Context: an optimization exercise on an open-source flow, tuned for small area, a short achievable clock period and few clock cycles. The choices shown serve that exercise and are no tape-out recipe. Only simulation tests tie the RTL to the original design; equivalence was not proved.

## constraint.sdc

```tcl
create_clock -name core_clock -period 11.0 [get_ports {clk}]
set_input_delay 2.2000 -clock core_clock [delete_from_list [all_inputs] [get_ports {clk}]]
set_output_delay 2.2000 -clock core_clock [all_outputs]
set_load 0.01 [all_outputs]
```

## design.v

```verilog
package mips_cpu_muldiv_pkg;
  typedef enum logic [2:0] {
    MULT  = 3'd0,
    MULTU = 3'd1,
    DIV   = 3'd2,
    DIVU  = 3'd3,
    MTHI  = 3'd4,
    MTLO  = 3'd5
  } muldiv_op_t;
  typedef enum logic [1:0] {
    ST_IDLE,
    ST_MUL,
    ST_DIV,
    ST_DFIX
  } muldiv_state_t;
endpackage
module mips_cpu_div_step #(
  parameter int WIDTH = 32
) (
  input  logic [WIDTH-1:0] rem_i,
  input  logic [WIDTH-1:0] quo_i,
  input  logic [WIDTH-1:0] dvs_i,
  output logic [WIDTH-1:0] rem_o,
  output logic [WIDTH-1:0] quo_o
);
  logic [WIDTH:0] shifted;
  logic [WIDTH:0] diff;
  assign shifted = {rem_i, quo_i[WIDTH-1]};
  assign diff    = shifted - {1'b0, dvs_i};
  assign rem_o   = diff[WIDTH] ? shifted[WIDTH-1:0] : diff[WIDTH-1:0];
  assign quo_o   = {quo_i[WIDTH-2:0], ~diff[WIDTH]};
endmodule
import mips_cpu_muldiv_pkg::*;
module mips_cpu_muldiv #(
  parameter int WIDTH      = 32,
  parameter int MUL_CYCLES = 2
) (
  input  logic             clk,
  input  logic             rst,
  input  logic             start,
  input  logic [2:0]       op,
  input  logic [WIDTH-1:0] a,
  input  logic [WIDTH-1:0] b,
  input  logic             flush,
  output logic             busy,
  output logic             done,
  output logic             div_by_zero,
  output logic [WIDTH-1:0] hi,
  output logic [WIDTH-1:0] lo
);
  mips_cpu_muldiv_pkg::muldiv_op_t bus_op;
  assign bus_op = mips_cpu_muldiv_pkg::muldiv_op_t'(op);
  localparam int CW = $clog2(WIDTH);
  mips_cpu_muldiv_pkg::muldiv_state_t state_q, state_d;
  logic [WIDTH-1:0] hi_q, hi_d, lo_q, lo_d;
  logic [WIDTH-1:0] rem_q, rem_d, quo_q, quo_d, dvs_q, dvs_d;
  logic             qneg_q, qneg_d, rneg_q, rneg_d;
  logic [CW-1:0]    cnt_q, cnt_d;
  logic             done_q, done_d, dbz_q, dbz_d;
  logic [2*WIDTH-1:0]    prod_q [MUL_CYCLES];
  logic [2*WIDTH-1:0]    prod_d [MUL_CYCLES];
  logic [MUL_CYCLES-1:0] vld_q, vld_d;
  logic               mul_sgn, a_neg, b_neg;
  logic [2*WIDTH-1:0] mul_a, mul_b, mul_p;
  logic [WIDTH-1:0]   a_mag, b_mag, step_rem, step_quo;
  assign mul_sgn = (bus_op == MULT);
  assign mul_a   = {{WIDTH{mul_sgn & a[WIDTH-1]}}, a};
  assign mul_b   = {{WIDTH{mul_sgn & b[WIDTH-1]}}, b};
  assign mul_p   = mul_a * mul_b;
  assign a_neg   = (bus_op == DIV) & a[WIDTH-1];
  assign b_neg   = (bus_op == DIV) & b[WIDTH-1];
  assign a_mag   = a_neg ? -a : a;
  assign b_mag   = b_neg ? -b : b;
  mips_cpu_div_step #(.WIDTH(WIDTH)) u_step (
    .rem_i (rem_q),
    .quo_i (quo_q),
    .dvs_i (dvs_q),
    .rem_o (step_rem),
    .quo_o (step_quo)
  );
  always_comb begin
    state_d = state_q;
    hi_d    = hi_q;
    lo_d    = lo_q;
    rem_d   = rem_q;
    quo_d   = quo_q;
    dvs_d   = dvs_q;
    qneg_d  = qneg_q;
    rneg_d  = rneg_q;
    cnt_d   = cnt_q;
    done_d  = 1'b0;
    dbz_d   = 1'b0;
    vld_d   = '0;
    prod_d[0] = mul_p;
    for (int i = 1; i < MUL_CYCLES; i++) begin
      prod_d[i] = prod_q[i-1];
      vld_d[i]  = vld_q[i-1];
    end
    case (state_q)
      ST_IDLE: begin
        if (start && !flush) begin
          case (bus_op)
            MTHI: begin hi_d = a; done_d = 1'b1; end
            MTLO: begin lo_d = a; done_d = 1'b1; end
            MULT, MULTU: begin
              state_d  = ST_MUL;
              vld_d[0] = 1'b1;
            end
            DIV, DIVU: begin
              if (b == '0) begin
                done_d = 1'b1;
                dbz_d  = 1'b1;
              end else begin
                state_d = ST_DIV;
                rem_d   = '0;
                quo_d   = a_mag;
                dvs_d   = b_mag;
                qneg_d  = a_neg ^ b_neg;
                rneg_d  = a_neg;
                cnt_d   = '0;
              end
            end
            default: ;
          endcase
        end
      end
      ST_MUL: begin
        if (vld_q[MUL_CYCLES-1]) begin
          {hi_d, lo_d} = prod_q[MUL_CYCLES-1];
          state_d      = ST_IDLE;
          done_d       = 1'b1;
        end
      end
      ST_DIV: begin
        rem_d = step_rem;
        quo_d = step_quo;
        cnt_d = cnt_q + CW'(1);
        if (cnt_q == CW'(WIDTH-1)) state_d = ST_DFIX;
      end
      ST_DFIX: begin
        lo_d    = qneg_q ? -quo_q : quo_q;
        hi_d    = rneg_q ? -rem_q : rem_q;
        state_d = ST_IDLE;
        done_d  = 1'b1;
      end
      default: state_d = ST_IDLE;
    endcase
    if (flush && state_q != ST_IDLE) begin
      state_d = ST_IDLE;
      vld_d   = '0;
      hi_d    = hi_q;
      lo_d    = lo_q;
      done_d  = 1'b0;
    end
  end
  always_ff @(posedge clk) begin
    if (rst) begin
      state_q <= ST_IDLE;
      hi_q    <= '0;
      lo_q    <= '0;
      rem_q   <= '0;
      quo_q   <= '0;
      dvs_q   <= '0;
      qneg_q  <= 1'b0;
      rneg_q  <= 1'b0;
      cnt_q   <= '0;
      done_q  <= 1'b0;
      dbz_q   <= 1'b0;
      vld_q   <= '0;
      for (int i = 0; i < MUL_CYCLES; i++) prod_q[i] <= '0;
    end else begin
      state_q <= state_d;
      hi_q    <= hi_d;
      lo_q    <= lo_d;
      rem_q   <= rem_d;
      quo_q   <= quo_d;
      dvs_q   <= dvs_d;
      qneg_q  <= qneg_d;
      rneg_q  <= rneg_d;
      cnt_q   <= cnt_d;
      done_q  <= done_d;
      dbz_q   <= dbz_d;
      vld_q   <= vld_d;
      for (int i = 0; i < MUL_CYCLES; i++) prod_q[i] <= prod_d[i];
    end
  end
  assign busy        = (state_q != ST_IDLE);
  assign done        = done_q;
  assign div_by_zero = dbz_q;
  assign hi          = hi_q;
  assign lo          = lo_q;
endmodule
```

## run.sh

```bash
#!/bin/bash
# synth_recipe.tcl (not shown) runs the flow's synth.tcl, then flattens the netlist and writes it again
# the make line also repeats each setting of config.mk as NAME=value (left out here)
make -C /OpenROAD-flow-scripts/flow DESIGN_CONFIG=/design/flow/config.mk WORK_HOME=/design/flow/orfs CLKGATE_MAP_FILE= SYNTH_SCRIPT=/design/flow/synth_recipe.tcl finish
```

## config.mk

```make
export PLATFORM = sky130hd
export DESIGN_NAME = mips_cpu_muldiv
export DESIGN_NICKNAME = mips_cpu_muldiv
export VERILOG_FILES = /design/flow/design.v
export SDC_FILE = /design/flow/constraint.sdc
export NUM_CORES = 4
export LEC_CHECK = 0
export CAP_MARGIN = 20
export CORE_MARGIN = 2
export CORE_UTILIZATION = 40
export SLEW_MARGIN = 20
```

==> summary.txt <==
Synthesis-stage register bit count - 301
Via/cell ratio - 5.29
CP max stage cell - clkdlybuf4s50_1
Period utilization - 94.8%
First-pass GRT wire length - 264 mm
Worst-path clk slew - 70 ps
Slew Viols, Final - 0
Worst slew margin - 27.7%
Post-CTS setup buffers - 0
FILL cells - 13000
Largest net degree at the start of global routing - 100
Fin area - 57400 um2
Hold_buf cts - 0
Initial antenna violation count - 18
GRT overflow - 0
Seq/Total Area, Yosys - 11.4%
Status - timing/DRC/antenna clean
Highest Clock Rate - 95.9 MHz
Dominant cell type by area after synthesis - fa_1
DR WL/cell - 22.0 um
Die area - 136000 um2
I/O Buffers - 137
Count of final setup violators - 0
Min cycle time layout - 10430 ps
Clock Skew - 16.3 ps
Synth warnings - 3
Post-Synthesis Cells - 6082
Vias in the first global route - 43100
Dpl ws - -126 ps
Post-synth EDFFs - 0
TritonCTS Buffers - 29
Dominant synthesized flop cell - dfxtp_1
Post-DP HPWL - 134 mm
Net Count, Synth - 7537
Area share of the leading cell type in the synthesized netlist - 42.5%
Global Route Usage Sum - 25.6%
Post-Route WL - 172 mm
Post-route ant nets - 0
H-tree Lvls - 1
CTS root buffer - clkbuf_16
Worst EP required - 11540 ps
Endpoint type of the worst setup path - register
Setup Crit Path Kind - input pin to register
Asr flop ratio synth - 0%
Slew @ Worst Pin - 1080 ps
Post-Syn Area per Cell - 8.72 um2
Hold Vio Cnt, Final - 0
Yosys cell types - 75
Arr. time, crit path - 10970 ps
Core Rows - 133
CORE AREA - 132000 um2
# Max-Cap Violations - 0
Die outline width - 368 um
DRC errors left - 0
Initial detailed-routing violation count - 3237
Share of cells above drive strength 1 - 5.06%
CTS tree - built
GPL Wtd Cong - 0.946
CP Launch Type - input pin
Ports - 138
Die Y-Extent - 368 um
Worst-path fanout max - 8
Starting Density - 40.3%
DR vias - 41300
Largest cells by area after synthesis - fa_1 42%, dfxtp_1 11%, inv_1 8.4%
Area Growth Syn to Fin - 8.13%
Min-Delay Path Class - register to register
RSZ-0062 raised after global routing - no
CP peak stage delay - 1050 ps
Clock Sinks - 301
Mapped Area - 53100 um2
Clk latency of the worst-skew pair - 610 ps
First drt pass iteration count - 5
Critical Path Most Common Cell - fa_1
Setup WS post-layout - 572 ps
Post-DP Area - 56400 um2
CTS max path bufs - 3
NumNets Final - 7480
[state kept, by name, summed over array words and instances (netlist names), 2 cells and up]
name,count
vld_q,2
state_q,2
prod_q,128
hi_q,32
rem_q,32
dvs_q,32
lo_q,32
cnt_q,5
quo_q,32
[cells in the mapped netlist (all sizes together) (16+ instances only)]
| cell | n |
|---|---|
| o211ai | 19 |
| o21bai | 22 |
| dfxtp | 301 |
| o41ai | 16 |
| and2 | 306 |
| and3 | 31 |
| nor2b | 85 |
| mux2i | 30 |
| nand2 | 1035 |
| fa | 1126 |
| a21oi | 154 |
| clkbuf | 301 |
| o31ai | 42 |
| nand3 | 39 |
| o21a | 16 |
| o21ai | 183 |
| inv | 1194 |
| nand2b | 16 |
| or4 | 16 |
| nor3 | 37 |
| a22oi | 47 |
| a211oi | 50 |
| nor2 | 193 |
| a221oi | 25 |
| ha | 258 |
| a21o | 50 |
| buf | 97 |
| xnor2 | 147 |
| xor2 | 67 |
| a31oi | 49 |
[cells in the final DEF, fill, tap and decap left out, drive strengths merged, types with 22 or more instances in the layout]
cell / n
xnor2: 147
o21bai: 22
dfxtp: 301
and2: 306
clkdlybuf4s50: 94
clkbuf: 33
nand3: 39
mux2i: 30
inv: 1198
ha: 258
and3: 31
a21oi: 154
fa: 1126
a31oi: 49
xor2: 67
a211oi: 50
a22oi: 47
nor2b: 85
o31ai: 42
a221oi: 25
buf: 215
a21o: 50
nand2: 1035
nor3: 37
nor2: 193
o21ai: 183
[cells by family after synthesis]
family	after synthesis	synth area share (%)
AND/OR/NAND/NOR	1830	15.8
buffers and inverters	1594	11.3
adder cells (fa/ha/maj)	1384	48.6
AO/OA/AOI/OAI	729	8.90
flip-flops	301	11.4
XOR/XNOR	214	3.55
multiplexers	30	0.566
[cell type report]
type | instances | area, um2 | area share [%]
multi-input combinational | 4187 | 41100 | 71.6
sequential | 301 | 6030 | 10.5
inverter | 1196 | 4490 | 7.82
timing repair buffer | 310 | 2610 | 4.56
tap | 1755 | 2200 | 3.83
clock buffer | 32 | 757 | 1.32
clock inverter | 20 | 174 | 0.303
antenna | 6 | 15.0 | 0.0262
[worst paths after layout]
| check | from | endpoint | slack [ps] | cells past startpoint |
|---|---|---|---|---|
| setup / recovery | b[17] | prod_q[0][62] | 570 | 30 |
| hold / removal | prod_q[0][0] | prod_q[1][0] | 420 | 1 |
| setup reg to reg | quo_q[31] | rem_q[0] | 6760 | 15 |
| hold reg to reg | prod_q[0][0] | prod_q[1][0] | 420 | 1 |
[per-stage QoR]
| stage | utilization, % | TNS [ps] | std cells | hold WS [ps] |
|---|---|---|---|---|
| floorplan | - | 0 | 6082 | 394 |
| global placement | 42.9 | -219 | 7749 | 400 |
| detailed placement | 42.9 | -203 | 7749 | 411 |
| CTS | 43.6 | 0 | 7801 | 414 |
| global route | 43.6 | 0 | 7803 | 438 |
| finish | 43.6 | 0 | 7807 | 420 |
[critical path: cells and delay by family]
| family | cells | cell delay (ps) |
|---|---|---|
| fa+ha+maj | 9 | 4070 |
| simple gates | 4 | 550 |
| compound gates | 7 | 1960 |
| buf+inv | 10 | 2190 |
[metal layers]
metal  global-route usage, %  share of wire [%]  vias to the layer above
met5                       0              0.072                        -
met4                    9.70                4.3                       18
li1                        -                  -                    18300
met1                    35.1                 42                    21100
met3                    4.18                8.4                      300
met2                    40.7                 45                     1607
[timing repair]
item,in CTS,in global routing
setup endpoints to repair,0,1
hold endpoints to repair,0,0
resized for setup,0,1
Testbench counts, summed over its fixed seeds: cycles 186,339.

separate check: timing with driven ports:
Ports are ideal in the flow. The routed layout listed here was re-timed in OpenROAD. Step 1 assumes that a clkbuf_16 drives the clock port and a buf_2 every other input. Step 2, shift: input delay + t, output delay - t, t = (earliest + latest rising clock arrival at the registers) / 2. This alone moves slack from input paths to output paths. Slacks: ideal / step 1 / step 2; pairs: ideal / step 1.
shift t [ns]: 0.671
slack for setup (ns): 0.572 / 0.597 / -0.073
worst hold slack (ns): 0.420 / 0.420 / 0.420
worst setup path after step 2: input to register
slew at the worst register clock pin (ns): 0.08 / 0.08
With both steps, setup timing fails in this run, where it was met with ideal ports. For this run, drivers alone change the setup slack by +0.025 ns; drivers and shift together by -0.645 ns.
